Context: an optimization exercise on an open-source flow, tuned for small area, a short achievable clock period and few clock cycles. The choices shown serve that exercise and are no tape-out recipe.
Where RTL was checked, it was by simulation tests only, not by an equivalence proof against the original.
The RTL of runs 1 and 2 was laid out without a check of its function.
Power is estimated from default activity; no workload was simulated.

[design/flow/design.v]
`timescale 1ns / 1ps
package iair_pkg;
  localparam int unsigned OpW    = 3;
  localparam int unsigned IdxW   = 7;
  localparam int unsigned CntW   = 7;
  localparam int unsigned DataW  = 32;
  localparam int unsigned StatW  = 2;
  localparam logic [OpW-1:0] OP_INS_AT  = 3'd0;
  localparam logic [OpW-1:0] OP_INS_FRT = 3'd1;
  localparam logic [OpW-1:0] OP_INS_BCK = 3'd2;
  localparam logic [OpW-1:0] OP_REMOVE  = 3'd3;
  localparam logic [OpW-1:0] OP_READ    = 3'd4;
  localparam logic [StatW-1:0] ST_OK      = 2'd0;
  localparam logic [StatW-1:0] ST_BAD_IDX = 2'd1;
  localparam logic [StatW-1:0] ST_FULL    = 2'd2;
  localparam logic [StatW-1:0] ST_BAD_LEN = 2'd3;
  typedef struct packed {
    logic [OpW-1:0]          op;
    logic [IdxW-1:0]         index;
    logic [IdxW-1:0]         length;
    logic signed [DataW-1:0] value;
  } req_t;
  typedef struct packed {
    logic [StatW-1:0]        status;
    logic [CntW-1:0]         count;
    logic signed [DataW-1:0] read_value;
  } rsp_t;
endpackage
`timescale 1ns / 1ps
module iair_mem #(
  parameter int unsigned DEPTH = 64,
  parameter int unsigned AW    = $clog2(DEPTH)
) (
  input  logic                            clk_i,
  input  logic                            we_i,
  input  logic [AW-1:0]                   waddr_i,
  input  logic [iair_pkg::DataW-1:0]      wdata_i,
  input  logic [AW-1:0]                   raddr_i,
  output logic [iair_pkg::DataW-1:0]      rdata_o
);
  logic [iair_pkg::DataW-1:0] mem_q [DEPTH];
  always_ff @(posedge clk_i) begin
    if (we_i) begin
      mem_q[waddr_i] <= wdata_i;
    end
  end
  logic [DEPTH-1:0] rsel;
  always_comb begin
    for (int j = 0; j < DEPTH; j++) rsel[j] = (raddr_i == AW'(j));
    rdata_o = '0;
    for (int j = 0; j < DEPTH; j++) rdata_o = rdata_o | ({iair_pkg::DataW{rsel[j]}} & mem_q[j]);
  end
endmodule
`timescale 1ns / 1ps
module iair_ctrl #(
  parameter int unsigned DEPTH = 64,
  parameter int unsigned K     = 4,
  parameter int unsigned AW    = $clog2(DEPTH)
) (
  input  logic                            clk_i,
  input  logic                            rst_ni,
  input  logic                            req_valid_i,
  output logic                            req_ready_o,
  input  iair_pkg::req_t                  req_data_i,
  output logic                            rsp_valid_o,
  input  logic                            rsp_ready_i,
  output iair_pkg::rsp_t                  rsp_data_o,
  output logic                            mem_we_o,
  output logic [AW-1:0]                   mem_waddr_o,
  output logic [iair_pkg::DataW-1:0]      mem_wdata_o,
  output logic [AW-1:0]                   mem_raddr_o,
  input  logic [iair_pkg::DataW-1:0]      mem_rdata_i
);
  localparam int unsigned CW = iair_pkg::CntW;
  localparam int unsigned IW = iair_pkg::IdxW;
  localparam int unsigned SW = iair_pkg::StatW;
  logic                       r_vld_q;
  logic [iair_pkg::OpW-1:0]   r_op_q;
  logic [IW-1:0]              r_idx_q;
  logic [IW-1:0]              r_len_q;
  logic [iair_pkg::DataW-1:0] r_val_q;
  logic [CW-1:0]              count_q;
  logic                       q_vld_q;
  logic                       q_cont_q;    
  logic                       q_long_q;    
  logic                       q_ins_q;     
  logic                       q_rem_q;     
  logic [K-1:0]               q_dn_q;      
  logic [DEPTH-1:0]           q_th_q;      
  logic [IW-1:0]              q_len_q;     
  logic [iair_pkg::DataW-1:0] q_val_q;
  logic                       q_rd_q;
  logic [SW-1:0]              q_status_q;
  logic [CW-1:0]              q_count_q;
  logic [AW-1:0]              ord_q [DEPTH];
  logic [AW-1:0]              ord_d [DEPTH];
  logic                       y_vld_q;
  logic [SW-1:0]              y_status_q;
  logic [CW-1:0]              y_count_q;
  logic                       y_rd_q;
  logic [AW-1:0]              y_slot_q;
  logic                       o_vld_q, s_vld_q;
  iair_pkg::rsp_t             o_q, s_q;
  logic room;       
  logic qgo;        
  logic qfree;      
  logic rmove;      
  logic take;       
  logic pop;
  logic ymove;
  assign room  = !(y_vld_q && o_vld_q && s_vld_q);
  assign qgo   = q_vld_q && room;
  assign qfree = !q_vld_q || (room && !q_long_q);
  assign rmove = r_vld_q && qfree;
  assign req_ready_o = ready_q;   
  assign take  = req_valid_i && req_ready_o;
  assign pop   = o_vld_q && rsp_ready_i;
  assign ymove = y_vld_q && (!(o_vld_q && s_vld_q) || pop);
  assign rsp_valid_o = o_vld_q;
  assign rsp_data_o  = o_q;
  logic [K-1:0] dn_first, dn_next;
  logic [IW-1:0] len_next;
  assign len_next = q_len_q - IW'(K);
  always_comb begin
    for (int s = 1; s < K; s++) begin
      dn_first[s-1] = (r_len_q == IW'(s));
      dn_next[s-1]  = (len_next == IW'(s));
    end
    dn_first[K-1] = (r_len_q >= IW'(K));
    dn_next[K-1]  = (len_next >= IW'(K));
  end
  logic [SW-1:0]              status;
  logic                       ins_ok, rem_ok, rd_ok;
  logic [CW-1:0]              count_d;
  logic [DEPTH-1:0]           th;
  logic                       is_ins, is_rem, is_rd;
  logic                       idx_lt, idx_le, end_le, full, pos_ok;
  logic [IW:0]                end_x;
  assign is_ins = (r_op_q == iair_pkg::OP_INS_AT) || (r_op_q == iair_pkg::OP_INS_FRT) ||
                  (r_op_q == iair_pkg::OP_INS_BCK);
  assign is_rem = (r_op_q == iair_pkg::OP_REMOVE);
  assign is_rd  = (r_op_q == iair_pkg::OP_READ);
  assign idx_lt = r_idx_q <  IW'(count_q);
  assign idx_le = r_idx_q <= IW'(count_q);
  assign end_x  = {1'b0, r_idx_q} + {1'b0, r_len_q};
  assign end_le = end_x <= (IW + 1)'(count_q);
  assign full   = count_q[CW-1];                  
  assign pos_ok = (r_op_q != iair_pkg::OP_INS_AT) || idx_le;
  always_comb begin
    ins_ok = is_ins && pos_ok && !full;
    rem_ok = is_rem && idx_lt && end_le && (r_len_q != '0);
    rd_ok  = is_rd && idx_lt;
    status = iair_pkg::ST_OK;
    if (is_ins) begin
      if (!pos_ok)      status = iair_pkg::ST_BAD_IDX;
      else if (full)    status = iair_pkg::ST_FULL;
    end
    if (is_rem) begin
      if (!idx_lt)      status = iair_pkg::ST_BAD_IDX;
      else if (!end_le) status = iair_pkg::ST_BAD_LEN;
    end
    if (is_rd && !idx_lt) status = iair_pkg::ST_BAD_IDX;
    if (ins_ok)      count_d = count_q + CW'(1);
    else if (rem_ok) count_d = count_q - CW'(r_len_q);
    else             count_d = count_q;
  end
  always_comb begin
    for (int j = 0; j < DEPTH; j++) begin
      case (r_op_q)
        iair_pkg::OP_INS_FRT: th[j] = 1'b1;
        iair_pkg::OP_INS_BCK: th[j] = IW'(count_q) <= IW'(j);
        default:              th[j] = r_idx_q <= IW'(j);
      endcase
    end
  end
  logic                       ins;
  logic                       shift;
  logic [K-1:0]               dn;
  logic [K*AW-1:0]            win [DEPTH];
  logic [K*AW-1:0]            win_sel;
  logic [AW-1:0]              ext [DEPTH + K];
  logic [DEPTH-1:0]           isel;
  assign ins   = qgo && q_ins_q;
  assign shift = qgo && q_rem_q;
  assign dn    = q_dn_q;
  always_comb begin
    for (int j = 0; j < DEPTH; j++) begin
      for (int k = 0; k < K; k++) win[j][k*AW +: AW] = ord_q[(j + k) % DEPTH];
    end
    for (int j = 0; j < DEPTH; j++) isel[j] = q_th_q[j] && !((j > 0) ? q_th_q[(j > 0) ? j - 1 : 0] : 1'b0);
    win_sel = '0;
    for (int j = 0; j < DEPTH; j++) win_sel = win_sel | ({K*AW{isel[j]}} & win[j]);
    for (int m = 0; m < DEPTH; m++) ext[m] = ord_q[m];
    for (int k = 0; k < K; k++) ext[DEPTH + k] = win_sel[k*AW +: AW];
  end
  always_comb begin
    for (int j = 0; j < DEPTH; j++) begin
      logic ge_i, gt_p, eq_p;
      logic [AW-1:0] v;
      ge_i = shift && q_th_q[j];
      gt_p = ins && ((j > 0) ? q_th_q[(j > 0) ? j - 1 : 0] : 1'b0);
      eq_p = ins && isel[j];
      v = ({AW{eq_p}} & ord_q[DEPTH-1]) | ({AW{!ge_i && !gt_p && !eq_p}} & ord_q[j]);
      if (j > 0) v = v | ({AW{gt_p}} & ord_q[(j > 0) ? j - 1 : 0]);
      for (int s = 1; s <= K; s++) v = v | ({AW{ge_i && dn[s-1]}} & ext[j + s]);
      ord_d[j] = v;
    end
  end
  always_ff @(posedge clk_i or negedge rst_ni) begin
    if (!rst_ni) begin
      for (int j = 0; j < DEPTH; j++) ord_q[j] <= AW'(j);
    end else begin
      for (int j = 0; j < DEPTH; j++) ord_q[j] <= ord_d[j];
    end
  end
  iair_pkg::rsp_t rsp_new;
  assign mem_we_o    = ins;
  assign mem_waddr_o = ord_q[DEPTH-1];
  assign mem_wdata_o = q_val_q;
  assign mem_raddr_o = y_slot_q;
  assign rsp_new.status     = y_status_q;
  assign rsp_new.count      = y_count_q;
  assign rsp_new.read_value = y_rd_q ? mem_rdata_i : '0;
  logic r_vld_d, q_vld_d, q_cont_d, q_long_d, q_ins_d, q_rem_d;
  logic y_vld_d, o_vld_d, s_vld_d;
  logic ready_q;
  always_comb begin
    r_vld_d  = r_vld_q;
    q_vld_d  = q_vld_q;
    q_cont_d = q_cont_q;
    q_long_d = q_long_q;
    q_ins_d  = q_ins_q;
    q_rem_d  = q_rem_q;
    y_vld_d  = y_vld_q;
    o_vld_d  = o_vld_q;
    s_vld_d  = s_vld_q;
    if (take)       r_vld_d = 1'b1;
    else if (rmove) r_vld_d = 1'b0;
    if (rmove) begin
      q_vld_d  = 1'b1;
      q_cont_d = 1'b0;
      q_long_d = rem_ok && (r_len_q > IW'(K));
      q_ins_d  = ins_ok;
      q_rem_d  = rem_ok;
    end else if (qgo) begin
      q_vld_d  = q_long_q;
      q_cont_d = q_long_q;
      q_long_d = q_long_q && (q_len_q > IW'(2 * K));
      q_ins_d  = 1'b0;
      q_rem_d  = q_long_q;
    end
    if (qgo && !q_cont_q) y_vld_d = 1'b1;
    else if (ymove)       y_vld_d = 1'b0;
    if (pop) begin
      o_vld_d = s_vld_q || ymove;
      s_vld_d = s_vld_q && ymove;
    end else if (ymove) begin
      o_vld_d = 1'b1;
      s_vld_d = o_vld_q;
    end
  end
  always_ff @(posedge clk_i or negedge rst_ni) begin
    if (!rst_ni) begin
      r_vld_q  <= 1'b0;
      count_q  <= '0;
      q_vld_q  <= 1'b0;
      q_cont_q <= 1'b0;
      q_long_q <= 1'b0;
      q_ins_q  <= 1'b0;
      q_rem_q  <= 1'b0;
      y_vld_q  <= 1'b0;
      o_vld_q  <= 1'b0;
      s_vld_q  <= 1'b0;
      ready_q  <= 1'b1;
    end else begin
      if (rmove) count_q <= count_d;
      r_vld_q  <= r_vld_d;
      q_vld_q  <= q_vld_d;
      q_cont_q <= q_cont_d;
      q_long_q <= q_long_d;
      q_ins_q  <= q_ins_d;
      q_rem_q  <= q_rem_d;
      y_vld_q  <= y_vld_d;
      o_vld_q  <= o_vld_d;
      s_vld_q  <= s_vld_d;
      ready_q  <= !r_vld_d || !q_vld_d ||
                  (!(y_vld_d && o_vld_d && s_vld_d) && !q_long_d);
    end
  end
  always_ff @(posedge clk_i) begin
    if (take) begin
      r_op_q  <= req_data_i.op;
      r_idx_q <= req_data_i.index;
      r_len_q <= req_data_i.length;
      r_val_q <= req_data_i.value;
    end
    if (rmove) begin
      q_th_q     <= th;
      q_dn_q     <= dn_first;
      q_len_q    <= r_len_q;
      q_val_q    <= r_val_q;
      q_rd_q     <= rd_ok;
      q_status_q <= status;
      q_count_q  <= count_d;
    end else if (qgo) begin
      q_len_q    <= len_next;
      q_dn_q     <= dn_next;
    end
    if (qgo && !q_cont_q) begin
      y_status_q <= q_status_q;
      y_count_q  <= q_count_q;
      y_rd_q     <= q_rd_q;
      y_slot_q   <= win_sel[AW-1:0];
    end
    if (pop) begin
      if (s_vld_q) begin
        o_q <= s_q;
        if (ymove) s_q <= rsp_new;
      end else if (ymove) begin
        o_q <= rsp_new;
      end
    end else if (ymove) begin
      if (!o_vld_q) o_q <= rsp_new;
      else          s_q <= rsp_new;
    end
  end
endmodule
`timescale 1ns / 1ps
module indexed_array_insert_remove (
  input  logic        clk_i,
  input  logic        rst_ni,
  input  logic        req_valid_i,
  output logic        req_ready_o,
  input  logic [2:0]  req_op_i,
  input  logic [6:0]  req_index_i,
  input  logic [6:0]  req_length_i,
  input  logic [31:0] req_value_i,
  output logic        rsp_valid_o,
  input  logic        rsp_ready_i,
  output logic [1:0]  rsp_status_o,
  output logic [6:0]  rsp_count_o,
  output logic [31:0] rsp_read_value_o
);
  localparam int unsigned DEPTH = 64;
  localparam int unsigned K     = 4;
  localparam int unsigned AW    = $clog2(DEPTH);
  iair_pkg::req_t             req_data;
  iair_pkg::rsp_t             rsp_data;
  logic                       mem_we;
  logic [AW-1:0]              mem_waddr;
  logic [iair_pkg::DataW-1:0] mem_wdata;
  logic [AW-1:0]              mem_raddr;
  logic [iair_pkg::DataW-1:0] mem_rdata;
  assign req_data.op     = req_op_i;
  assign req_data.index  = req_index_i;
  assign req_data.length = req_length_i;
  assign req_data.value  = req_value_i;
  assign rsp_status_o     = rsp_data.status;
  assign rsp_count_o      = rsp_data.count;
  assign rsp_read_value_o = rsp_data.read_value;
  iair_ctrl #(
    .DEPTH (DEPTH),
    .K     (K),
    .AW    (AW)
  ) u_ctrl (
    .clk_i       (clk_i),
    .rst_ni      (rst_ni),
    .req_valid_i (req_valid_i),
    .req_ready_o (req_ready_o),
    .req_data_i  (req_data),
    .rsp_valid_o (rsp_valid_o),
    .rsp_ready_i (rsp_ready_i),
    .rsp_data_o  (rsp_data),
    .mem_we_o    (mem_we),
    .mem_waddr_o (mem_waddr),
    .mem_wdata_o (mem_wdata),
    .mem_raddr_o (mem_raddr),
    .mem_rdata_i (mem_rdata)
  );
  iair_mem #(
    .DEPTH (DEPTH),
    .AW    (AW)
  ) u_mem (
    .clk_i   (clk_i),
    .we_i    (mem_we),
    .waddr_i (mem_waddr),
    .wdata_i (mem_wdata),
    .raddr_i (mem_raddr),
    .rdata_o (mem_rdata)
  );
endmodule
[design/flow/constraint.sdc]
create_clock -name core_clock -period 5.0 [get_ports {clk_i}]
set_input_delay 1.0000 -clock core_clock [delete_from_list [all_inputs] [get_ports {clk_i}]]
set_output_delay 1.0000 -clock core_clock [all_outputs]
set_load 0.01 [all_outputs]
[design/flow/config.mk]
export PLATFORM = sky130hd
export DESIGN_NAME = indexed_array_insert_remove
export DESIGN_NICKNAME = indexed_array_insert_remove
export VERILOG_FILES = /design/flow/design.v
export SDC_FILE = /design/flow/constraint.sdc
export NUM_CORES = 4
export LEC_CHECK = 0
export CAP_MARGIN = 20
export CORE_MARGIN = 2
export CORE_UTILIZATION = 40
export MIN_ROUTING_LAYER = met2
export PLACE_DENSITY = 0.6
export SLEW_MARGIN = 20
[design/flow/run.sh]
#!/bin/bash
# synth_recipe.tcl (not shown) runs the flow's synth.tcl, then flattens the netlist and writes it again
# the make line also repeats each setting of config.mk as NAME=value (left out here)
make -C /OpenROAD-flow-scripts/flow DESIGN_CONFIG=/design/flow/config.mk WORK_HOME=/design/flow/orfs CLKGATE_MAP_FILE= SYNTH_SCRIPT=/design/flow/synth_recipe.tcl finish
==> notes.md, run 1 <==
Stopped at=global routing; # rows=210; Syn Area/Cell=11.5 um2; ys flop type=edfxtp_1; Root Driver=clkbuf_16; number of enable flip-flop cells after synthesis=2312; Synth Net Count=11500; Synth Cell Area=131000 um2; Syn. warnings=6; status=stopped before the end; clock sinks=2713; Err=[ERROR GRT-0116] Global routing finished with congestion. Check the congestion regions in the DRC Viewer.; post-synthesis sequential area ratio=60.7%; total CTS buffers=288; asr flop ratio synth=14.8%; Initial Utilization=40.2%; I/O Pins=96; gr ovfl total=5023; global placer's final weighted congestion=1.39; Detail Placement HPWL=626000 um; PortBufs=95; H-tree depth=5; pin count of the biggest net entering global routing=193; Overall Global Routing Usage=93.4%; synth unique cells=81; clock buffer depth=4; Cells after Synth=11400; vias in the first global route=199000; CTS Hold Bufs=0; placed insts=15400; first-pass GRT wire length=1450000 um; synthesis-stage register bit count=2713; CTS resizes=0; Die X=577 um; number of setup buffers added after CTS=0; Placed Instance Area=143000 um2; Die Ht=577 um
[through the flow]
step	utilization [%]	total power (uW)	setup slack, ns	setup TNS (ns)	hold slack, ns
floorplan	-	35000	0.298	0	0.400
detailed placement	43.7	47700	0.720	0	0.405
CTS	46.5	69500	0.674	0	0.0250
global placement	43.7	47600	-0.113	-0.113	0.407
[power by group through the flow]
stage / Combinational, uW / Sequential, uW / Clock [uW]
floorplan: 7030 / 28000 / 0
global placement: 19600 / 28000 / 0
detailed placement: 19700 / 28000 / 0
CTS: 20000 / 27600 / 21900
[Yosys cell counts, types with 173 or more instances]
master     number  area [um2]
nand3_1      2129       10700
and3b_1       577        5050
nand4_1       651        4070
a221o_1       288        2880
edfxtp_1     2312       69400
nand2_1       626        2350
clkbuf_1     1149        4310
o21ai_0       437        2190
a222oi_1      173        1730
a2111oi_0     187        1640
a22oi_1       773        5800
dfrtp_1       208        5200
dfstp_2       193        5070
nor2_1        311        1170
[cell families after synthesis]
kind of cell | share of synthesized area (%)
compound gates | 14.0
xor+xnor | 0.0667
fa+ha+maj | 0.345
buf+inv | 4.38
flops | 60.7
mux | 0.359
simple gates | 20.2
[metal layers]
layer | GRT usage (%) | GRT overflow
met1 | - | -
met2 | 95.3 | 1175
met3 | 96.0 | 2488
met4 | 87.1 | 913
met5 | 83.6 | 447
[worst max-delay path by stage]
stage / start / to / slack [ns] / cells after the start
2_1_floorplan: u_ctrl.o_vld_q / u_ctrl.q_dn_q[3] / 0.30 / 7
3_3_place_gp: u_ctrl.r_op_q[2] / u_ctrl.q_th_q[48] / -0.11 / 6
3_5_place_dp: u_ctrl.y_slot_q[1] / u_ctrl.o_q[22] / 0.72 / 8
4_1_cts: u_ctrl.y_slot_q[1] / u_ctrl.o_q[22] / 0.67 / 8
==> run 2, diff against run 1 <==
--- a/design/flow/config.mk
+++ b/design/flow/config.mk
@@ -5,9 +5,11 @@
 export SDC_FILE = /design/flow/constraint.sdc
 export NUM_CORES = 4
 export LEC_CHECK = 0
+export ABC_CLOCK_PERIOD_IN_PS = 2500
 export CAP_MARGIN = 20
 export CORE_MARGIN = 2
 export CORE_UTILIZATION = 40
 export MIN_ROUTING_LAYER = met2
 export PLACE_DENSITY = 0.6
+export SETUP_SLACK_MARGIN = 2.2
 export SLEW_MARGIN = 20
==> notes.md, run 2 <==
status=stopped before the end; Stopped at=global routing; Err=[ERROR GRT-0116] Global routing finished with congestion. Check the congestion regions in the DRC Viewer.; count leader, synth=edfxtp_1; top post-synthesis cells by count=edfxtp_1 (2312), nand3_1 (2129), clkbuf_1 (1149), a22oi_1 (773), nand4_1 (651); Detail Placement HPWL=588000 um (-6.1%); H-tree depth=5 (unchanged); Overall Global Routing Usage=98.8%; synthesis-stage register bit count=2713 (unchanged); ys flop type=edfxtp_1; Die X=577 um (unchanged); I/O Pins=96 (unchanged); Syn Area/Cell=11.5 um2 (unchanged); share of the synthesized area in the top cell type=52.9% (unchanged); vias in the first global route=204000; PortBufs=95 (unchanged); post-synthesis sequential area ratio=60.7% (unchanged); number of enable flip-flop cells after synthesis=2312 (unchanged); Yosys top cell by area=edfxtp_1; Initial Utilization=40.2% (unchanged); clock sinks=2713 (unchanged); clock buffer depth=4 (unchanged); Placed Instance Area=142000 um2 (-0.48%); Synth Cell Area=131000 um2 (unchanged); gr ovfl total=13900; Syn. warnings=6 (unchanged); total CTS buffers=291 (+1.0%); Synth Net Count=11500 (unchanged); first-pass GRT wire length=1550000 um; Cells after Synth=11400 (unchanged); placement-stage worst setup slack=0.928 ns (+0.208 ns); # rows=210 (unchanged); Die Ht=577 um (unchanged); asr flop ratio synth=14.8% (unchanged); synth unique cells=81 (unchanged); Root Driver=clkbuf_16; ranking of synthesized cells by area=edfxtp_1 (53%), nand3_1 (8.1%), a22oi_1 (4.4%); pin count of the biggest net entering global routing=144; global placer's final weighted congestion=1.43 (+2.5%)
[run 2: cell counts after synthesis]
Identical to the previous run, type by type.
[run 2: kinds of logic after synthesis]
group | share of synthesized area, %
and+or+nand+nor | 20.2
DFF | 60.7
AOI/OAI and AO/OA | 14.0
buffers and inverters | 4.38
muxes | 0.359
adders and majority gates | 0.345
xor gates and xnor gates | 0.0667
[run 2: what timing repair did]
item                                    4_1_cts
pin swaps                                   364
endpoints found under the setup margin     2129
hold endpoints to repair                      1
gates cloned                                109
setup buffers                               583
gates resized for setup                    1447
hold buffers                                  1
[run 2: through the flow]
| stage | hold WS (ns) | total power, uW | utilization [%] | instances |
|---|---|---|---|---|
| 2_1_floorplan | 0.400 | 35000 | - | 11400 |
| 3_3_place_gp | 0.402 | 46600 | 43.5 | 15400 |
| 3_5_place_dp | 0.405 | 46700 | 43.5 | 15400 |
| 4_1_cts | 0.419 | 74100 | 50.6 | 16600 |
[run 2: how the worst min path moves through the flow]
| stage | from | end | slack, ns | cells past startpoint |
|---|---|---|---|---|
| CTS | u_ctrl.r_val_q[7] | u_ctrl.q_val_q[7] | 0.42 | 0 |
| detailed placement | u_ctrl.r_val_q[7] | u_ctrl.q_val_q[7] | 0.40 | 0 |
| global placement | u_ctrl.r_val_q[10] | u_ctrl.q_val_q[10] | 0.40 | 0 |
| floorplan | u_ctrl.r_val_q[0] | u_ctrl.q_val_q[0] | 0.40 | 0 |
[run 2: metal layers]
metal	global-route usage, %	overflow
met5	99.5	1095
met4	83.8	1003
met3	112	9838
met2	95.2	1998
met1	-	-
[run 2: power groups by stage]
| stage | combinational [uW] | clock [uW] | sequential (uW) |
|---|---|---|---|
| floorplan | 7080 | 0 | 27900 |
| global placement | 18500 | 0 | 28100 |
| detailed placement | 18600 | 0 | 28100 |
| CTS | 24600 | 22000 | 27400 |
==> run 3, diff against run 2 <==
--- a/design/flow/design.v
+++ b/design/flow/design.v
@@ -35,7 +35,7 @@
   input  logic                            we_i,
   input  logic [AW-1:0]                   waddr_i,
   input  logic [iair_pkg::DataW-1:0]      wdata_i,
-  input  logic [AW-1:0]                   raddr_i,
+  input  logic [DEPTH-1:0]                rsel_i,    
   output logic [iair_pkg::DataW-1:0]      rdata_o
 );
   logic [iair_pkg::DataW-1:0] mem_q [DEPTH];
@@ -44,11 +44,9 @@
       mem_q[waddr_i] <= wdata_i;
     end
   end
-  logic [DEPTH-1:0] rsel;
   always_comb begin
-    for (int j = 0; j < DEPTH; j++) rsel[j] = (raddr_i == AW'(j));
     rdata_o = '0;
-    for (int j = 0; j < DEPTH; j++) rdata_o = rdata_o | ({iair_pkg::DataW{rsel[j]}} & mem_q[j]);
+    for (int j = 0; j < DEPTH; j++) rdata_o = rdata_o | ({iair_pkg::DataW{rsel_i[j]}} & mem_q[j]);
   end
 endmodule
 `timescale 1ns / 1ps
@@ -68,14 +66,18 @@
   output logic                            mem_we_o,
   output logic [AW-1:0]                   mem_waddr_o,
   output logic [iair_pkg::DataW-1:0]      mem_wdata_o,
-  output logic [AW-1:0]                   mem_raddr_o,
+  output logic [DEPTH-1:0]                mem_rsel_o,
   input  logic [iair_pkg::DataW-1:0]      mem_rdata_i
 );
   localparam int unsigned CW = iair_pkg::CntW;
   localparam int unsigned IW = iair_pkg::IdxW;
   localparam int unsigned SW = iair_pkg::StatW;
   logic                       r_vld_q;
-  logic [iair_pkg::OpW-1:0]   r_op_q;
+  logic                       r_at_q, r_frt_q, r_bck_q, r_rem_q, r_rd_q;   
+  logic [IW:0]                r_end_q;     
+  logic                       r_lenz_q;    
+  logic                       r_long_q;    
+  logic [K-1:0]               r_dn_q;      
   logic [IW-1:0]              r_idx_q;
   logic [IW-1:0]              r_len_q;
   logic [iair_pkg::DataW-1:0] r_val_q;
@@ -86,19 +88,19 @@
   logic                       q_ins_q;     
   logic                       q_rem_q;     
   logic [K-1:0]               q_dn_q;      
+  logic [DEPTH-1:0]           q_sel_q;     
   logic [DEPTH-1:0]           q_th_q;      
   logic [IW-1:0]              q_len_q;     
   logic [iair_pkg::DataW-1:0] q_val_q;
   logic                       q_rd_q;
   logic [SW-1:0]              q_status_q;
-  logic [CW-1:0]              q_count_q;
   logic [AW-1:0]              ord_q [DEPTH];
   logic [AW-1:0]              ord_d [DEPTH];
   logic                       y_vld_q;
   logic [SW-1:0]              y_status_q;
   logic [CW-1:0]              y_count_q;
   logic                       y_rd_q;
-  logic [AW-1:0]              y_slot_q;
+  logic [AW-1:0]              y_slot_q;    
   logic                       o_vld_q, s_vld_q;
   iair_pkg::rsp_t             o_q, s_q;
   logic room;       
@@ -119,15 +121,17 @@
   assign rsp_valid_o = o_vld_q;
   assign rsp_data_o  = o_q;
   logic [K-1:0] dn_first, dn_next;
+  logic [K-1:0] dn_in;
   logic [IW-1:0] len_next;
   assign len_next = q_len_q - IW'(K);
+  assign dn_first = r_dn_q;
   always_comb begin
     for (int s = 1; s < K; s++) begin
-      dn_first[s-1] = (r_len_q == IW'(s));
+      dn_in[s-1]    = (req_data_i.length == IW'(s));
       dn_next[s-1]  = (len_next == IW'(s));
     end
-    dn_first[K-1] = (r_len_q >= IW'(K));
     dn_next[K-1]  = (len_next >= IW'(K));
+    dn_in[K-1]    = (req_data_i.length >= IW'(K));
   end
   logic [SW-1:0]              status;
   logic                       ins_ok, rem_ok, rd_ok;
@@ -136,19 +140,21 @@
   logic                       is_ins, is_rem, is_rd;
   logic                       idx_lt, idx_le, end_le, full, pos_ok;
   logic [IW:0]                end_x;
-  assign is_ins = (r_op_q == iair_pkg::OP_INS_AT) || (r_op_q == iair_pkg::OP_INS_FRT) ||
-                  (r_op_q == iair_pkg::OP_INS_BCK);
-  assign is_rem = (r_op_q == iair_pkg::OP_REMOVE);
-  assign is_rd  = (r_op_q == iair_pkg::OP_READ);
+  logic [CW-1:0]              cnt_inc, cnt_dec;
+  assign is_ins = r_at_q || r_frt_q || r_bck_q;
+  assign is_rem = r_rem_q;
+  assign is_rd  = r_rd_q;
   assign idx_lt = r_idx_q <  IW'(count_q);
   assign idx_le = r_idx_q <= IW'(count_q);
-  assign end_x  = {1'b0, r_idx_q} + {1'b0, r_len_q};
+  assign end_x  = r_end_q;
   assign end_le = end_x <= (IW + 1)'(count_q);
   assign full   = count_q[CW-1];                  
-  assign pos_ok = (r_op_q != iair_pkg::OP_INS_AT) || idx_le;
+  assign pos_ok = !r_at_q || idx_le;
+  assign cnt_inc = count_q + CW'(1);
+  assign cnt_dec = count_q - CW'(r_len_q);
   always_comb begin
     ins_ok = is_ins && pos_ok && !full;
-    rem_ok = is_rem && idx_lt && end_le && (r_len_q != '0);
+    rem_ok = is_rem && idx_lt && end_le && !r_lenz_q;
     rd_ok  = is_rd && idx_lt;
     status = iair_pkg::ST_OK;
     if (is_ins) begin
@@ -160,17 +166,15 @@
       else if (!end_le) status = iair_pkg::ST_BAD_LEN;
     end
     if (is_rd && !idx_lt) status = iair_pkg::ST_BAD_IDX;
-    if (ins_ok)      count_d = count_q + CW'(1);
-    else if (rem_ok) count_d = count_q - CW'(r_len_q);
+    if (ins_ok)      count_d = cnt_inc;
+    else if (rem_ok) count_d = cnt_dec;
     else             count_d = count_q;
   end
   always_comb begin
     for (int j = 0; j < DEPTH; j++) begin
-      case (r_op_q)
-        iair_pkg::OP_INS_FRT: th[j] = 1'b1;
-        iair_pkg::OP_INS_BCK: th[j] = IW'(count_q) <= IW'(j);
-        default:              th[j] = r_idx_q <= IW'(j);
-      endcase
+      if (r_frt_q)      th[j] = 1'b1;
+      else if (r_bck_q) th[j] = IW'(count_q) <= IW'(j);
+      else              th[j] = r_idx_q <= IW'(j);
     end
   end
   logic                       ins;
@@ -187,7 +191,7 @@
     for (int j = 0; j < DEPTH; j++) begin
       for (int k = 0; k < K; k++) win[j][k*AW +: AW] = ord_q[(j + k) % DEPTH];
     end
-    for (int j = 0; j < DEPTH; j++) isel[j] = q_th_q[j] && !((j > 0) ? q_th_q[(j > 0) ? j - 1 : 0] : 1'b0);
+    isel = q_sel_q;
     win_sel = '0;
     for (int j = 0; j < DEPTH; j++) win_sel = win_sel | ({K*AW{isel[j]}} & win[j]);
     for (int m = 0; m < DEPTH; m++) ext[m] = ord_q[m];
@@ -217,7 +221,9 @@
   assign mem_we_o    = ins;
   assign mem_waddr_o = ord_q[DEPTH-1];
   assign mem_wdata_o = q_val_q;
-  assign mem_raddr_o = y_slot_q;
+  always_comb begin
+    for (int j = 0; j < DEPTH; j++) mem_rsel_o[j] = (y_slot_q == AW'(j));
+  end
   assign rsp_new.status     = y_status_q;
   assign rsp_new.count      = y_count_q;
   assign rsp_new.read_value = y_rd_q ? mem_rdata_i : '0;
@@ -239,7 +245,7 @@
     if (rmove) begin
       q_vld_d  = 1'b1;
       q_cont_d = 1'b0;
-      q_long_d = rem_ok && (r_len_q > IW'(K));
+      q_long_d = rem_ok && r_long_q;
       q_ins_d  = ins_ok;
       q_rem_d  = rem_ok;
     end else if (qgo) begin
@@ -289,26 +295,34 @@
   end
   always_ff @(posedge clk_i) begin
     if (take) begin
-      r_op_q  <= req_data_i.op;
+      r_at_q   <= (req_data_i.op == iair_pkg::OP_INS_AT);
+      r_frt_q  <= (req_data_i.op == iair_pkg::OP_INS_FRT);
+      r_bck_q  <= (req_data_i.op == iair_pkg::OP_INS_BCK);
+      r_rem_q  <= (req_data_i.op == iair_pkg::OP_REMOVE);
+      r_rd_q   <= (req_data_i.op == iair_pkg::OP_READ);
+      r_end_q  <= {1'b0, req_data_i.index} + {1'b0, req_data_i.length};
+      r_lenz_q <= (req_data_i.length == '0);
+      r_long_q <= (req_data_i.length > IW'(K));
+      r_dn_q   <= dn_in;
       r_idx_q <= req_data_i.index;
       r_len_q <= req_data_i.length;
       r_val_q <= req_data_i.value;
     end
     if (rmove) begin
       q_th_q     <= th;
+      for (int j = 0; j < DEPTH; j++) q_sel_q[j] <= th[j] && !((j > 0) ? th[(j > 0) ? j - 1 : 0] : 1'b0);
       q_dn_q     <= dn_first;
       q_len_q    <= r_len_q;
       q_val_q    <= r_val_q;
       q_rd_q     <= rd_ok;
       q_status_q <= status;
-      q_count_q  <= count_d;
     end else if (qgo) begin
       q_len_q    <= len_next;
       q_dn_q     <= dn_next;
     end
     if (qgo && !q_cont_q) begin
       y_status_q <= q_status_q;
-      y_count_q  <= q_count_q;
+      y_count_q  <= count_q;    
       y_rd_q     <= q_rd_q;
       y_slot_q   <= win_sel[AW-1:0];
     end
@@ -349,7 +363,7 @@
   logic                       mem_we;
   logic [AW-1:0]              mem_waddr;
   logic [iair_pkg::DataW-1:0] mem_wdata;
-  logic [AW-1:0]              mem_raddr;
+  logic [DEPTH-1:0]           mem_rsel;
   logic [iair_pkg::DataW-1:0] mem_rdata;
   assign req_data.op     = req_op_i;
   assign req_data.index  = req_index_i;
@@ -374,7 +388,7 @@
     .mem_we_o    (mem_we),
     .mem_waddr_o (mem_waddr),
     .mem_wdata_o (mem_wdata),
-    .mem_raddr_o (mem_raddr),
+    .mem_rsel_o  (mem_rsel),
     .mem_rdata_i (mem_rdata)
   );
   iair_mem #(
@@ -385,7 +399,7 @@
     .we_i    (mem_we),
     .waddr_i (mem_waddr),
     .wdata_i (mem_wdata),
-    .raddr_i (mem_raddr),
+    .rsel_i  (mem_rsel),
     .rdata_o (mem_rdata)
   );
 endmodule
--- a/design/flow/config.mk
+++ b/design/flow/config.mk
@@ -7,9 +7,10 @@
 export LEC_CHECK = 0
 export ABC_CLOCK_PERIOD_IN_PS = 2500
 export CAP_MARGIN = 20
+export CELL_PAD_IN_SITES_DETAIL_PLACEMENT = 2
+export CELL_PAD_IN_SITES_GLOBAL_PLACEMENT = 2
 export CORE_MARGIN = 2
-export CORE_UTILIZATION = 40
-export MIN_ROUTING_LAYER = met2
-export PLACE_DENSITY = 0.6
-export SETUP_SLACK_MARGIN = 2.2
+export CORE_UTILIZATION = 30
+export PLACE_DENSITY = 0.5
+export SETUP_SLACK_MARGIN = 2.0
 export SLEW_MARGIN = 20
==> notes.md, run 3 <==
hold crit path type=in -> async; core area=420000 um2; R2R cell count=13; Syn-to-layout area delta=28.4%; synthesis-stage register bit count=2785 (+2.7%); CTS Hold Bufs=0 (-1); TNS Setup=0 ns; GR Util met2=65.7%; ys flop type=edfxtp_1; Layout Nets=10600; share of the synthesized area in the top cell type=56.6% (+3.7 points); most frequent cells in the layout=edfxtp_1 (2384), a22oi_1 (1609), buf_4 (936); Reg2Reg Setup Slack=1.38 ns; CTS clk-pin slew, worst paths=0.07 ns; Placed Instance Area=139000 um2 (-2.5%); Seq pwr share=37.8%; Worst Clk Skew=0.0908 ns; vias post-DR=116000; crit share post-route=72.3%; Pins Over Slew Limit=0; sw frac=37.8%; Top delay family on crit path=simple AND/OR/NAND/NOR gates; synth unique cells=86 (+6.2%); post-DR wirelength/cell=56.8 um; share of layout cells above drive strength 1=27.2%; CTS tree=yes; Sequential cell area=81900 um2; clock sinks=2785 (+2.7%); critical path's slowest cell=or4_4; post-layout min period=3.62 ns; final wirelength=931000 um; Largest regs=u_mem.mem_q: 2048 flops, u_ctrl.ord_q: 384 flops, u_ctrl.q_th_q: 64 flops; Die X=653 um (+13%); vias in the first global route=113000; Internal=48300 uW; Synth Cell Area=126000 um2 (-3.7%); final worst slack=1.38 ns; RR Startpoint=u_ctrl.y_slot_q[5]; CP Max Fanout=11; Setup Viol. Count Final=0; RR Endpoint=u_ctrl.o_q[23]; DRC viols=0; leakage=0.0562 uW; met1 Track Usage GR=49.5%; first-pass GRT wire length=1190000 um; Initial Utilization=30.1% (-10 points); Final Cell Area=162000 um2; Syn. warnings=6 (unchanged); Cells after Synth=9782 (-15%); multi-input logic area=45600 um2; ranking of synthesized cells by area=edfxtp_1 (57%), a22oi_1 (10%), dfrtp_1 (4.1%); Critical Path RT=5.70 ns; top post-synthesis cells by count=edfxtp_1 (2384), a22oi_1 (1700), clkbuf_1 (929), nor2_1 (701), nand2_1 (521); count leader, synth=edfxtp_1; Filler Cells Inserted=41600; Synth Net Count=9869 (-14%); clock latency (worst-skew pair)=1.02 ns; Slew @ Worst Pin=1.29 ns; pin count of the biggest net entering global routing=115; TritonRoute pass-1 iters=8; Psw=29400 uW; Yosys top cell by area=edfxtp_1; Largest stage delay, worst path=0.60 ns; FMAX=277 MHz; Clk pwr share=32.2%; Iteration-0 DRC Markers=18200; placement-stage worst setup slack=0.160 ns (-0.769 ns); number of enable flip-flop cells after synthesis=2384 (+3.1%); Worst setup EP type=flop; M3 GR Usage=9.26%; clock buffer depth=4 (unchanged); DRT antenna net count=0; worst setup path class=reg -> reg; Overall Global Routing Usage=42.0%; Die Ht=653 um (+13%); Syn Area/Cell=12.9 um2 (+13%); gr busiest metal=met2; global placer's final weighted congestion=1.02 (-28%); Detail Placement HPWL=580000 um (-1.3%); crit start category=flop; Max Cap Viol=0; H-tree depth=5 (unchanged); DIE AREA=427000 um2; asr flop ratio synth=14.4% (-0.38 points); I/O Pins=96 (unchanged); post-synthesis sequential area ratio=64.7% (+4.1 points); Logic pwr share=30.1%; Root Driver=clkbuf_16; Max VDD drop=375 uV; Largest register FFs=2048; status=finished clean; commonest non-fill, non-tap cell in the layout=edfxtp_1; PortBufs=95 (unchanged); vias per std cell=7.08; Crit path top cell by count=buf_6; crit-path cells=buf_6, buf_6, buf_6, buf_8, nand4bb_4, nor2_4, buf_16, a32oi_4, nand4_1, or4_4, nor4_4, buf_4, o2bb2ai_1; register with the most flip-flops=u_mem.mem_q; Slew HR=14.0%; RSZ-0062 raised after global routing=yes; # rows=238 (+13%); WP buf/inv=6; Final Hold Vio Count=0; initial antenna violation count=103; total CTS buffers=339 (+16%); Crit path arrival time=4.32 ns; Cell Pwr Density=478 nW/um2; gr ovfl total=0
==> run 3: cell types whose count changed after synthesis, sizes merged, moves of 104 or more <==
cell	before	now
nor2	311	708
nand3	2129	167
and2	148	27
nand4	651	166
a222oi	173	16
nand2	626	522
and3b	577	2
a221oi	35	459
and3	18	295
a22o	170	509
o21ai	450	60
a22oi	773	1700
clkbuf	1155	931
a2111oi	197	76
==> run 3: final cells by class <==
class,count,share of cell area (%)
Antenna cell,131,0.202
Clock buffer,444,5.59
Clock inverter,172,1.04
Inverter,56,0.166
Multi-Input combinational cell,5766,28.1
Sequential cell,2785,50.4
Tap cell,5520,4.25
Timing Repair Buffer,1528,10.2
Timing Repair inverter,1,0.00539
==> run 3: power by group through the flow <==
stage	clock (uW)	combinational (uW)	sequential, uW
5_1_grt	25900	23100	29300
3_3_place_gp	0	16800	30500
2_1_floorplan	0	6320	29300
3_5_place_dp	0	17100	30400
6_report	25000	23300	29300
4_1_cts	25000	21000	29300
==> run 3: worst max path at each step <==
stage / startpoint / endpoint / slack [ns] / cells after the start
global placement: u_ctrl.y_slot_q[3] / u_ctrl.o_q[30] / 0.05 / 8
floorplan: u_ctrl.o_vld_q / u_mem.mem_q[27][0] / 1.40 / 9
CTS: u_ctrl.count_q[2] / u_ctrl.count_q[6] / 1.63 / 18
finish: u_ctrl.y_slot_q[5] / u_ctrl.o_q[23] / 1.38 / 13
global route: u_ctrl.y_slot_q[5] / u_ctrl.o_q[2] / 1.50 / 13
detailed placement: u_ctrl.y_slot_q[3] / u_ctrl.o_q[23] / 0.16 / 9
==> run 3: cell families after synthesis <==
group | after synthesis | synth area share (%)
compound gates | 3512 | 22.5
flops | 2785 | 64.7
simple gates | 2177 | 8.39
buf+inv | 1242 | 3.80
fa+ha+maj | 34 | 0.348
xor+xnor | 18 | 0.125
mux | 14 | 0.123
==> run 3: metal layers <==
layer	up-vias	wire, um	share of wire (%)
li1	41700	-	-
met1	62600	331000	36
met2	8813	418000	45
met3	2976	85900	9.2
met4	22	96300	10
met5	-	139	0.015
==> run 3: through the flow <==
| step | cells | hold slack (ns) | utilization [%] | power, uW |
|---|---|---|---|---|
| finish | 16400 | 0.0320 | 38.7 | 77600 |
| global route | 16300 | 0.0731 | 38.6 | 78300 |
| CTS | 16100 | 0.0299 | 37.7 | 75300 |
| detailed placement | 15000 | 0.406 | 33.0 | 47500 |
| global placement | 15000 | 0.401 | 33.0 | 47200 |
| floorplan | 9782 | 0.400 | - | 35600 |
==> run 3: repair_timing <==
item | CTS | global route
endpoints found under the setup margin | 1864 | 424
buffers inserted | 443 | 168
hold endpoints to repair | 0 | 0
cloned | 28 | 10
pin swaps | 236 | 247
resized for setup | 883 | 416
Testbench counts of run 3, summed over its fixed seeds: cycles 5,023.
==> run 4, diff against run 3 <==
--- a/design/flow/design.v
+++ b/design/flow/design.v
@@ -99,20 +99,19 @@
   logic                       y_vld_q;
   logic [SW-1:0]              y_status_q;
   logic [CW-1:0]              y_count_q;
-  logic                       y_rd_q;
-  logic [AW-1:0]              y_slot_q;    
+  logic [DEPTH-1:0]           y_sel_q;     
   logic                       o_vld_q, s_vld_q;
   iair_pkg::rsp_t             o_q, s_q;
-  logic room;       
+  logic room_q;     
+  logic ready_q;    
   logic qgo;        
   logic qfree;      
   logic rmove;      
   logic take;       
   logic pop;
   logic ymove;
-  assign room  = !(y_vld_q && o_vld_q && s_vld_q);
-  assign qgo   = q_vld_q && room;
-  assign qfree = !q_vld_q || (room && !q_long_q);
+  assign qgo   = q_vld_q && room_q;
+  assign qfree = !q_vld_q || (room_q && !q_long_q);
   assign rmove = r_vld_q && qfree;
   assign req_ready_o = ready_q;   
   assign take  = req_valid_i && req_ready_o;
@@ -166,9 +165,8 @@
       else if (!end_le) status = iair_pkg::ST_BAD_LEN;
     end
     if (is_rd && !idx_lt) status = iair_pkg::ST_BAD_IDX;
-    if (ins_ok)      count_d = cnt_inc;
-    else if (rem_ok) count_d = cnt_dec;
-    else             count_d = count_q;
+    count_d = ({CW{ins_ok}} & cnt_inc) | ({CW{rem_ok}} & cnt_dec) |
+              ({CW{!ins_ok && !rem_ok}} & count_q);
   end
   always_comb begin
     for (int j = 0; j < DEPTH; j++) begin
@@ -184,8 +182,8 @@
   logic [K*AW-1:0]            win_sel;
   logic [AW-1:0]              ext [DEPTH + K];
   logic [DEPTH-1:0]           isel;
-  assign ins   = qgo && q_ins_q;
-  assign shift = qgo && q_rem_q;
+  assign ins   = room_q && q_ins_q;
+  assign shift = room_q && q_rem_q;
   assign dn    = q_dn_q;
   always_comb begin
     for (int j = 0; j < DEPTH; j++) begin
@@ -221,15 +219,12 @@
   assign mem_we_o    = ins;
   assign mem_waddr_o = ord_q[DEPTH-1];
   assign mem_wdata_o = q_val_q;
-  always_comb begin
-    for (int j = 0; j < DEPTH; j++) mem_rsel_o[j] = (y_slot_q == AW'(j));
-  end
+  assign mem_rsel_o = y_sel_q;
   assign rsp_new.status     = y_status_q;
   assign rsp_new.count      = y_count_q;
-  assign rsp_new.read_value = y_rd_q ? mem_rdata_i : '0;
+  assign rsp_new.read_value = mem_rdata_i;
   logic r_vld_d, q_vld_d, q_cont_d, q_long_d, q_ins_d, q_rem_d;
   logic y_vld_d, o_vld_d, s_vld_d;
-  logic ready_q;
   always_comb begin
     r_vld_d  = r_vld_q;
     q_vld_d  = q_vld_q;
@@ -278,6 +273,7 @@
       o_vld_q  <= 1'b0;
       s_vld_q  <= 1'b0;
       ready_q  <= 1'b1;
+      room_q   <= 1'b1;
     end else begin
       if (rmove) count_q <= count_d;
       r_vld_q  <= r_vld_d;
@@ -291,6 +287,7 @@
       s_vld_q  <= s_vld_d;
       ready_q  <= !r_vld_d || !q_vld_d ||
                   (!(y_vld_d && o_vld_d && s_vld_d) && !q_long_d);
+      room_q   <= !(y_vld_d && o_vld_d && s_vld_d);
     end
   end
   always_ff @(posedge clk_i) begin
@@ -323,8 +320,7 @@
     if (qgo && !q_cont_q) begin
       y_status_q <= q_status_q;
       y_count_q  <= count_q;    
-      y_rd_q     <= q_rd_q;
-      y_slot_q   <= win_sel[AW-1:0];
+      for (int j = 0; j < DEPTH; j++) y_sel_q[j] <= q_rd_q && (win_sel[AW-1:0] == AW'(j));
     end
     if (pop) begin
       if (s_vld_q) begin
==> design/flow/config.mk (replaced) <==
export PLATFORM = sky130hd
export DESIGN_NAME = indexed_array_insert_remove
export DESIGN_NICKNAME = indexed_array_insert_remove
export VERILOG_FILES = /design/flow/design.v
export SDC_FILE = /design/flow/constraint.sdc
export NUM_CORES = 4
export LEC_CHECK = 0
export ABC_CLOCK_PERIOD_IN_PS = 2000
export CAP_MARGIN = 20
export CELL_PAD_IN_SITES_DETAIL_PLACEMENT = 2
export CELL_PAD_IN_SITES_GLOBAL_PLACEMENT = 2
export CORE_MARGIN = 5
export CORE_UTILIZATION = 28
export PLACE_DENSITY = 0.5
export SETUP_SLACK_MARGIN = 2.3
export SLEW_MARGIN = 20
==> notes.md, run 4 <==
status=finished clean; TritonRoute pass-1 iters=10 (+2); ranking of synthesized cells by area=edfxtp_1 (58%), a22oi_1 (9.1%), a22o_1 (4.7%); crit start category=flop; Largest stage delay, worst path=0.66 ns (+0.06 ns); Filler Cells Inserted=45500 (+9.3%); leakage=0.0490 uW (-13%); first-pass GRT wire length=1160000 um (-2.2%); synth unique cells=83 (-3.5%); Top delay family on crit path=simple AND/OR/NAND/NOR gates; Crit path top cell by count=buf_6; Root Driver=clkbuf_16; DRT antenna net count=0 (unchanged); commonest non-fill, non-tap cell in the layout=edfxtp_1; I/O Pins=96 (unchanged); Die Ht=682 um (+4.4%); hold crit path type=in -> async; Die X=682 um (+4.4%); Overall Global Routing Usage=37.6% (-4.4 points); post-layout min period=3.24 ns (-0.376 ns); Final Hold Vio Count=0 (unchanged); Largest regs=u_mem.mem_q: 2048 flops, u_ctrl.ord_q: 384 flops; CTS tree=yes; most frequent cells in the layout=edfxtp_1 (2441), a22oi_1 (1510), buf_4 (719); initial antenna violation count=115 (+12%); post-DR wirelength/cell=56.5 um (-0.52%); Slew HR=11.4% (-2.6 points); clock latency (worst-skew pair)=0.98 ns (-0.04 ns); Layout Nets=9932 (-6.0%); register with the most flip-flops=u_mem.mem_q; Largest register FFs=2048 (unchanged); vias post-DR=114000 (-2.1%); Max VDD drop=495 uV (+32%); TNS Setup=0 ns (unchanged); Setup Viol. Count Final=0 (unchanged); FMAX=309 MHz (+12%); Syn-to-layout area delta=23.0%; PnR Total Power=87000 uW (+12%); # rows=246 (+3.4%); WP buf/inv=5 (-1); critical path's slowest cell=or4_4; count leader, synth=edfxtp_1; Yosys top cell by area=edfxtp_1; vias in the first global route=110000 (-2.6%); DRC viols=0 (unchanged); Critical Path RT=5.66 ns (-0.04 ns); CP Max Fanout=10 (-1); ys flop type=edfxtp_1; share of the synthesized area in the top cell type=58.0% (+1.3 points); clock buffer depth=4 (unchanged); Worst Clk Skew=0.0727 ns (-0.0181 ns); gr ovfl total=0 (unchanged); pin count of the biggest net entering global routing=151 (+31%); synthesis-stage register bit count=2843 (+2.1%); RSZ-0062 raised after global routing=yes; Initial Utilization=28.1% (-2.0 points); number of enable flip-flop cells after synthesis=2441 (+2.4%); final wirelength=910000 um (-2.3%); H-tree depth=5 (unchanged); Synth Net Count=9644 (-2.3%); PortBufs=95 (unchanged); Detail Placement HPWL=577000 um (-0.43%); Syn. warnings=6 (unchanged); Slew @ Worst Pin=1.33 ns (+0.0393 ns); asr flop ratio synth=14.1% (-0.26 points); top post-synthesis cells by count=edfxtp_1 (2441), a22oi_1 (1532), clkbuf_1 (1066), a22o_1 (682), a221oi_1 (545); crit share post-route=64.8% (-7.5 points); CTS clk-pin slew, worst paths=0.06 ns (about the same); total CTS buffers=341 (+0.59%); DIE AREA=465000 um2 (+9.0%); Iteration-0 DRC Markers=20300 (+12%); Synth Cell Area=126000 um2 (about the same); clock sinks=2843 (+2.1%); core area=449000 um2 (+7.0%); Syn Area/Cell=13.2 um2 (+2.4%); Crit path arrival time=3.90 ns (-0.42 ns); worst setup path class=reg -> reg; global placer's final weighted congestion=1.03 (+1.0%); Cells after Synth=9555 (-2.3%); share of layout cells above drive strength 1=23.2% (-4.0 points); vias per std cell=7.06 (-0.31%); post-synthesis sequential area ratio=66.1% (+1.4 points); Cell Pwr Density=559 nW/um2 (+17%); Pins Over Slew Limit=0 (unchanged); Worst setup EP type=flop; Max Cap Viol=0 (unchanged); crit-path cells=a22o_4, a221oi_4, nand4_1, or4_4, buf_6, buf_6, buf_6, nand3_4, buf_12, buf_12, nor2_1
## run 4: layer usage
metal / up-vias / wire length, um / GRT usage, %
li1: 40400 / - / -
met1: 62600 / 371000 / 51.4
met2: 8780 / 386000 / 55.4
met3: 1968 / 102000 / 10.4
met4: 26 / 50500 / 16.9
met5: - / 218 / 0
## run 4: worst reg2reg max path, delay by kind of cell (launching register included)
family | cells | cell delay (ns)
compound gates | 2 | 0.74
flops | 1 | 0.55
simple gates | 4 | 0.99
buf+inv | 5 | 0.68
## run 4: cell families (layout without fill, tap and decap cells)
kind of cell    count (synthesis)  count (layout)  share of synthesized area (%)
other cells                     0              44                              0
mux                            11              11                         0.0960
flops                        2843            2843                           66.1
buf+inv                      1276            1835                           3.85
compound gates               4056            4056                           24.2
fa+ha+maj                      36              36                          0.368
simple gates                 1322            1324                           5.33
xor+xnor                       11              11                         0.0762
## run 4: repair_timing
item | CTS | global route
buffers inserted | 269 | 83
setup endpoints to repair | 2725 | 595
gates resized for setup | 819 | 290
pin swaps | 100 | 86
hold buffers | 0 | 0
gates cloned | 13 | 6
## run 4: layout make-up
class                   instances  area [um2]  area share [%]
diodes                         44         110          0.0708
clock buffers                 463        9380            6.03
flip-flops and latches       2843       83700            53.8
repair buffers               1162       12200            7.84
well taps                    5952        7450            4.79
clock inverters               153        1420           0.912
repair inverters                1        8.76         0.00563
inverters                      56         240           0.154
multi-input cells            5438       41100            26.4
## run 4: worst paths after layout
| check | startpoint | to | slack (ns) | cells past startpoint |
|---|---|---|---|---|
| min reg2reg | u_ctrl.r_val_q[7] | u_ctrl.q_val_q[7] | 0.40 | 0 |
| max reg2reg | u_ctrl.ord_q[43][5] | u_ctrl.y_sel_q[61] | 1.76 | 11 |
| max in group asynchronous | rst_ni | u_ctrl.ord_q[55][3] | 3.54 | 2 |
| min in group core_clock | u_ctrl.r_val_q[7] | u_ctrl.q_val_q[7] | 0.40 | 0 |
| min | rst_ni | u_ctrl.ord_q[36][0] | 0.1 | 1 |
| max | u_ctrl.ord_q[43][5] | u_ctrl.y_sel_q[61] | 1.76 | 11 |
## run 4: per-stage QoR
stage	worst slack, ns	cell area [um2]	cells	utilization (%)	hold slack, ns
CTS	1.91	153000	16000	34.2	0.103
floorplan	1.55	127000	9555	-	0.400
global placement	0.384	137000	15100	30.5	0.402
finish	1.76	156000	16100	34.6	0.0979
global route	1.76	155000	16100	34.6	0.120
detailed placement	0.680	137000	15100	30.6	0.410
## run 4: report_power, final
part	switching, uW	total (uW)	internal [uW]
Clock	10800	25000	14200
Combinational	24800	31800	7020
Sequential	1710	30200	28500
Total	37300	87000	49700
Testbench counts of run 4, summed over its fixed seeds: cycles 5,023.
==> run 5, diff against run 4 <==
--- a/design/flow/design.v
+++ b/design/flow/design.v
@@ -136,6 +136,7 @@
   logic                       ins_ok, rem_ok, rd_ok;
   logic [CW-1:0]              count_d;
   logic [DEPTH-1:0]           th;
+  logic [DEPTH-1:0]           sel;
   logic                       is_ins, is_rem, is_rd;
   logic                       idx_lt, idx_le, end_le, full, pos_ok;
   logic [IW:0]                end_x;
@@ -170,6 +171,9 @@
   end
   always_comb begin
     for (int j = 0; j < DEPTH; j++) begin
+      if (r_frt_q)      sel[j] = (j == 0);
+      else if (r_bck_q) sel[j] = IW'(count_q) == IW'(j);
+      else              sel[j] = r_idx_q == IW'(j);
       if (r_frt_q)      th[j] = 1'b1;
       else if (r_bck_q) th[j] = IW'(count_q) <= IW'(j);
       else              th[j] = r_idx_q <= IW'(j);
@@ -306,8 +310,6 @@
       r_val_q <= req_data_i.value;
     end
     if (rmove) begin
-      q_th_q     <= th;
-      for (int j = 0; j < DEPTH; j++) q_sel_q[j] <= th[j] && !((j > 0) ? th[(j > 0) ? j - 1 : 0] : 1'b0);
       q_dn_q     <= dn_first;
       q_len_q    <= r_len_q;
       q_val_q    <= r_val_q;
@@ -320,18 +322,33 @@
     if (qgo && !q_cont_q) begin
       y_status_q <= q_status_q;
       y_count_q  <= count_q;    
-      for (int j = 0; j < DEPTH; j++) y_sel_q[j] <= q_rd_q && (win_sel[AW-1:0] == AW'(j));
     end
     if (pop) begin
-      if (s_vld_q) begin
-        o_q <= s_q;
-        if (ymove) s_q <= rsp_new;
-      end else if (ymove) begin
+      if (s_vld_q && ymove) s_q <= rsp_new;
+    end else if (ymove) begin
+      if (o_vld_q) s_q <= rsp_new;
+    end
+  end
+  always_ff @(posedge clk_i or negedge rst_ni) begin
+    if (!rst_ni) begin
+      q_th_q  <= '0;
+      q_sel_q <= '0;
+      y_sel_q <= '0;
+      o_q     <= '0;
+    end else begin
+      if (rmove) begin
+        q_th_q  <= th;
+        q_sel_q <= sel;
+      end
+      if (qgo && !q_cont_q) begin
+        for (int j = 0; j < DEPTH; j++) y_sel_q[j] <= q_rd_q && (win_sel[AW-1:0] == AW'(j));
+      end
+      if (pop) begin
+        if (s_vld_q)    o_q <= s_q;
+        else if (ymove) o_q <= rsp_new;
+      end else if (ymove && !o_vld_q) begin
         o_q <= rsp_new;
       end
-    end else if (ymove) begin
-      if (!o_vld_q) o_q <= rsp_new;
-      else          s_q <= rsp_new;
     end
   end
 endmodule
==> notes.md, run 5 <==
Syn Area/Cell=13.2 um2 (-0.52%); Pins Over Slew Limit=0 (unchanged); initial antenna violation count=150 (+30%); largest family of logic cells by synthesized area=compound AO/OA/AOI/OAI gates; Overall Global Routing Usage=39.2% (+1.5 points); ys flop type=edfxtp_1; count leader, synth=edfxtp_1; Max VDD drop=462 uV (-6.8%); CTS clk-pin slew, worst paths=0.06 ns (about the same); most frequent cells in the layout=edfxtp_1 (2209), a22o_1 (1014), a22oi_1 (976); TNS Setup=0 ns (unchanged); WP buf/inv=3 (-2); Initial Utilization=28.1% (-0.078 points); final wirelength=965000 um (+6.0%); synthesis-stage register bit count=2843 (unchanged); Cells after Synth=9716 (+1.7%); CTS tree=yes; clock latency (worst-skew pair)=1.01 ns (+0.03 ns); asr flop ratio synth=22.3% (+8.2 points); vias in the first global route=113000 (+3.0%); pin count of the biggest net entering global routing=152 (+0.66%); first-pass GRT wire length=1230000 um (+5.4%); Slew HR=13.7% (+2.4 points); top post-synthesis cells by count=edfxtp_1 (2209), a22o_1 (1040), clkbuf_1 (1016), a22oi_1 (993), a221oi_1 (827); CP Max Fanout=4 (-6); post-synthesis sequential area ratio=64.4% (-1.7 points); vias per std cell=7.20 (+1.9%); Die Ht=686 um (+0.57%); ranking of synthesized cells by area=edfxtp_1 (52%), dfrtp_1 (8.6%), a22o_1 (7.1%); post-layout min period=3.06 ns (-0.179 ns); Crit path top cell by count=buf_6; Largest register FFs=2048 (unchanged); Worst setup EP type=flop; Synth Net Count=9805 (+1.7%); Detail Placement HPWL=591000 um (+2.4%); share of the synthesized area in the top cell type=51.9% (-6.1 points); post-synthesis simple-gate area fraction=4.73% (-0.60 points); Yosys top cell by area=edfxtp_1; Die X=686 um (+0.57%); hold crit path type=in -> async; clock buffer depth=4 (unchanged); Placed Instance Area=138000 um2 (+0.13%); Root Driver=clkbuf_16; core area=456000 um2 (+1.4%); Slew @ Worst Pin=1.29 ns (-0.0354 ns); post-synthesis adder-cell area fraction=0.364% (-0.0042 points); Final Cell Area=161000 um2 (+3.7%); post-DR wirelength/cell=58.5 um (+3.7%); gr ovfl total=0 (unchanged); Critical Path RT=5.87 ns (+0.21 ns); I/O Pins=96 (unchanged); Worst Clk Skew=0.0882 ns (+0.0155 ns); total CTS buffers=342 (+0.29%); FMAX=327 MHz (+5.8%); leakage=0.0525 uW (+7.1%); crit start category=flop; worst setup path class=reg -> reg; DIE AREA=470000 um2 (+1.1%); Syn. warnings=6 (unchanged); Final Hold Vio Count=0 (unchanged); share of layout cells above drive strength 1=26.8% (+3.6 points); commonest non-fill, non-tap cell in the layout=edfxtp_1; H-tree depth=5 (unchanged); crit-path cells=buf_6, buf_6, buf_12, a22o_1, a221oi_2, nand4_1, or4_4, a222oi_1, nand3_1; # rows=248 (+0.81%); status=finished clean; Layout Nets=10200 (+3.0%); CTS Hold Bufs=0 (unchanged); Largest regs=u_mem.mem_q: 2048 flops, u_ctrl.ord_q: 384 flops; Crit path arrival time=3.93 ns (+0.03 ns); register with the most flip-flops=u_mem.mem_q; crit share post-route=61.2% (-3.6 points); global placer's final weighted congestion=1.01 (-2.0%); number of enable flip-flop cells after synthesis=2209 (-9.5%); Syn-to-layout area delta=26.2%; RSZ-0062 raised after global routing=yes; DRC viols=0 (unchanged); TritonRoute pass-1 iters=10 (unchanged); Iteration-0 DRC Markers=23200 (+14%); synth unique cells=77 (-7.2%); post-synthesis mux area share=0.344% (+0.25 points); Top delay family on crit path=simple AND/OR/NAND/NOR gates; Setup Viol. Count Final=0 (unchanged); Cell Pwr Density=427 nW/um2 (-24%); vias post-DR=119000 (+4.2%); critical path's slowest cell=or4_4; Synth Cell Area=128000 um2 (+1.2%); Largest stage delay, worst path=0.59 ns (-0.07 ns); DRT antenna net count=0 (unchanged); Compound-Gate Fraction of Synth Area=25.7% (+1.5 points); clock sinks=2843 (unchanged); XOR/XNOR Fraction of Synth Area=0.0753% (-0.00087 points); Max Cap Viol=0 (unchanged); PortBufs=95 (unchanged)
-- run 5: cell types whose count changed after synthesis, moves of 90 or more --
| cell | change |
|---|---|
| dfrtp_1 | +232 |
| edfxtp_1 | -232 |
| a22oi_1 | -539 |
| a22o_1 | +358 |
| o21ai_0 | +112 |
| a221oi_1 | +282 |
| nand2_1 | +90 |
| nand3_1 | -116 |
-- run 5: worst paths after layout --
path / slack [ns] / start / end / cells after the start
max in group asynchronous: 3.25 / rst_ni / u_ctrl.q_th_q[0] / 2
worst min-delay path: 0.14 / rst_ni / u_ctrl.ord_q[32][4] / 1
worst max register to register: 1.94 / u_ctrl.q_sel_q[26] / u_ctrl.ord_q[63][1] / 9
worst min register to register: 0.42 / u_ctrl.r_val_q[9] / u_ctrl.q_val_q[9] / 0
worst max-delay path: 1.94 / u_ctrl.q_sel_q[26] / u_ctrl.ord_q[63][1] / 9
min in group core_clock: 0.42 / u_ctrl.r_val_q[9] / u_ctrl.q_val_q[9] / 0
-- run 5: routing by layer --
layer	share of wire, %	vias up	global-route usage (%)	wire (um)
met5	0.039	-	0	375
met4	4.8	38	14.5	45900
met3	13	1951	12.3	127000
met2	40	10000	54.9	390000
met1	42	65100	56.2	401000
li1	-	41500	-	-
-- run 5: final cells by class --
type | instances | area, um2
Antenna cell | 53 | 133
Clock buffer | 453 | 9170
Clock inverter | 178 | 1750
Fill cell | 45600 | 294000
Inverter | 39 | 183
Multi-Input combinational cell | 5558 | 44500
Sequential cell | 2843 | 82900
Tap cell | 6000 | 7510
Timing Repair Buffer | 1352 | 15300
-- run 5: what timing repair did --
item	CTS	global route
setup endpoints to repair	2574	658
cloned	14	7
resized for setup	1117	327
pin swaps	222	176
setup buffers	481	106
-- run 5: cell families (layout without fill, tap and decap cells) --
| kind of cell | count (synthesis) | after routing |
|---|---|---|
| AO/OA/AOI/OAI | 4295 | 4295 |
| XOR/XNOR | 11 | 11 |
| adder cells (fa/ha/maj) | 36 | 36 |
| buffers and inverters | 1318 | 2022 |
| flip-flops | 2843 | 2843 |
| multiplexers | 44 | 44 |
| other | 0 | 53 |
| AND/OR/NAND/NOR | 1169 | 1172 |
-- run 5: power breakdown --
group | total (uW) | internal [uW] | switching [uW]
Sequential | 29400 | 27800 | 1530
Clock | 25300 | 13900 | 11300
Combinational | 14300 | 2740 | 11500
Total | 68900 | 44500 | 24400
-- run 5: stage by stage --
step / instances / setup WS (ns) / power [uW] / hold WS (ns) / utilization, %
floorplan: 9716 / 1.94 / 35100 / 0.400 / -
global placement: 15200 / 0.931 / 42100 / 0.401 / 30.2
detailed placement: 15200 / 1.13 / 42400 / 0.406 / 30.2
CTS: 16300 / 2.03 / 68200 / 0.0896 / 34.8
global route: 16400 / 1.93 / 70300 / 0.143 / 35.4
finish: 16500 / 1.94 / 68900 / 0.137 / 35.4
Testbench counts of run 5, summed over its fixed seeds: cycles 5,023.

re-timing with driven ports:
The flow's constraints put no driver on any port. The routed layouts listed below were extracted and timed again, unchanged, in two steps.
Step 1 sets driving cells, clkbuf_16 on the clock port and buf_2 on the other inputs (assumed; they add their load-dependent delay and slew).
Step 2, shift: input delay + t, output delay - t, t = (earliest + latest rising clock arrival at the registers) / 2. This alone moves slack from input paths to output paths.
Slacks: ideal / step 1 / step 2; pairs: ideal / step 1.
run | t (ns) | setup WS [ns] | worst hold slack (ns) | clock arrival spread, ns
run 3 | 1.102 | 1.384 / 1.384 / 1.384 | 0.032 / -0.047 / 0.390 | 0.092 / 0.092
run 4 | 1.075 | 1.760 / 1.760 / 1.489 | 0.098 / 0.025 / 0.398 | 0.081 / 0.081
run 5 | 1.112 | 1.939 / 1.939 / 1.570 | 0.137 / 0.050 / 0.419 | 0.098 / 0.099
After both steps every run listed still meets setup and hold. The setup slack of run 5, which loses most, moves by 0.000 ns with the drivers and by -0.369 ns with both steps.
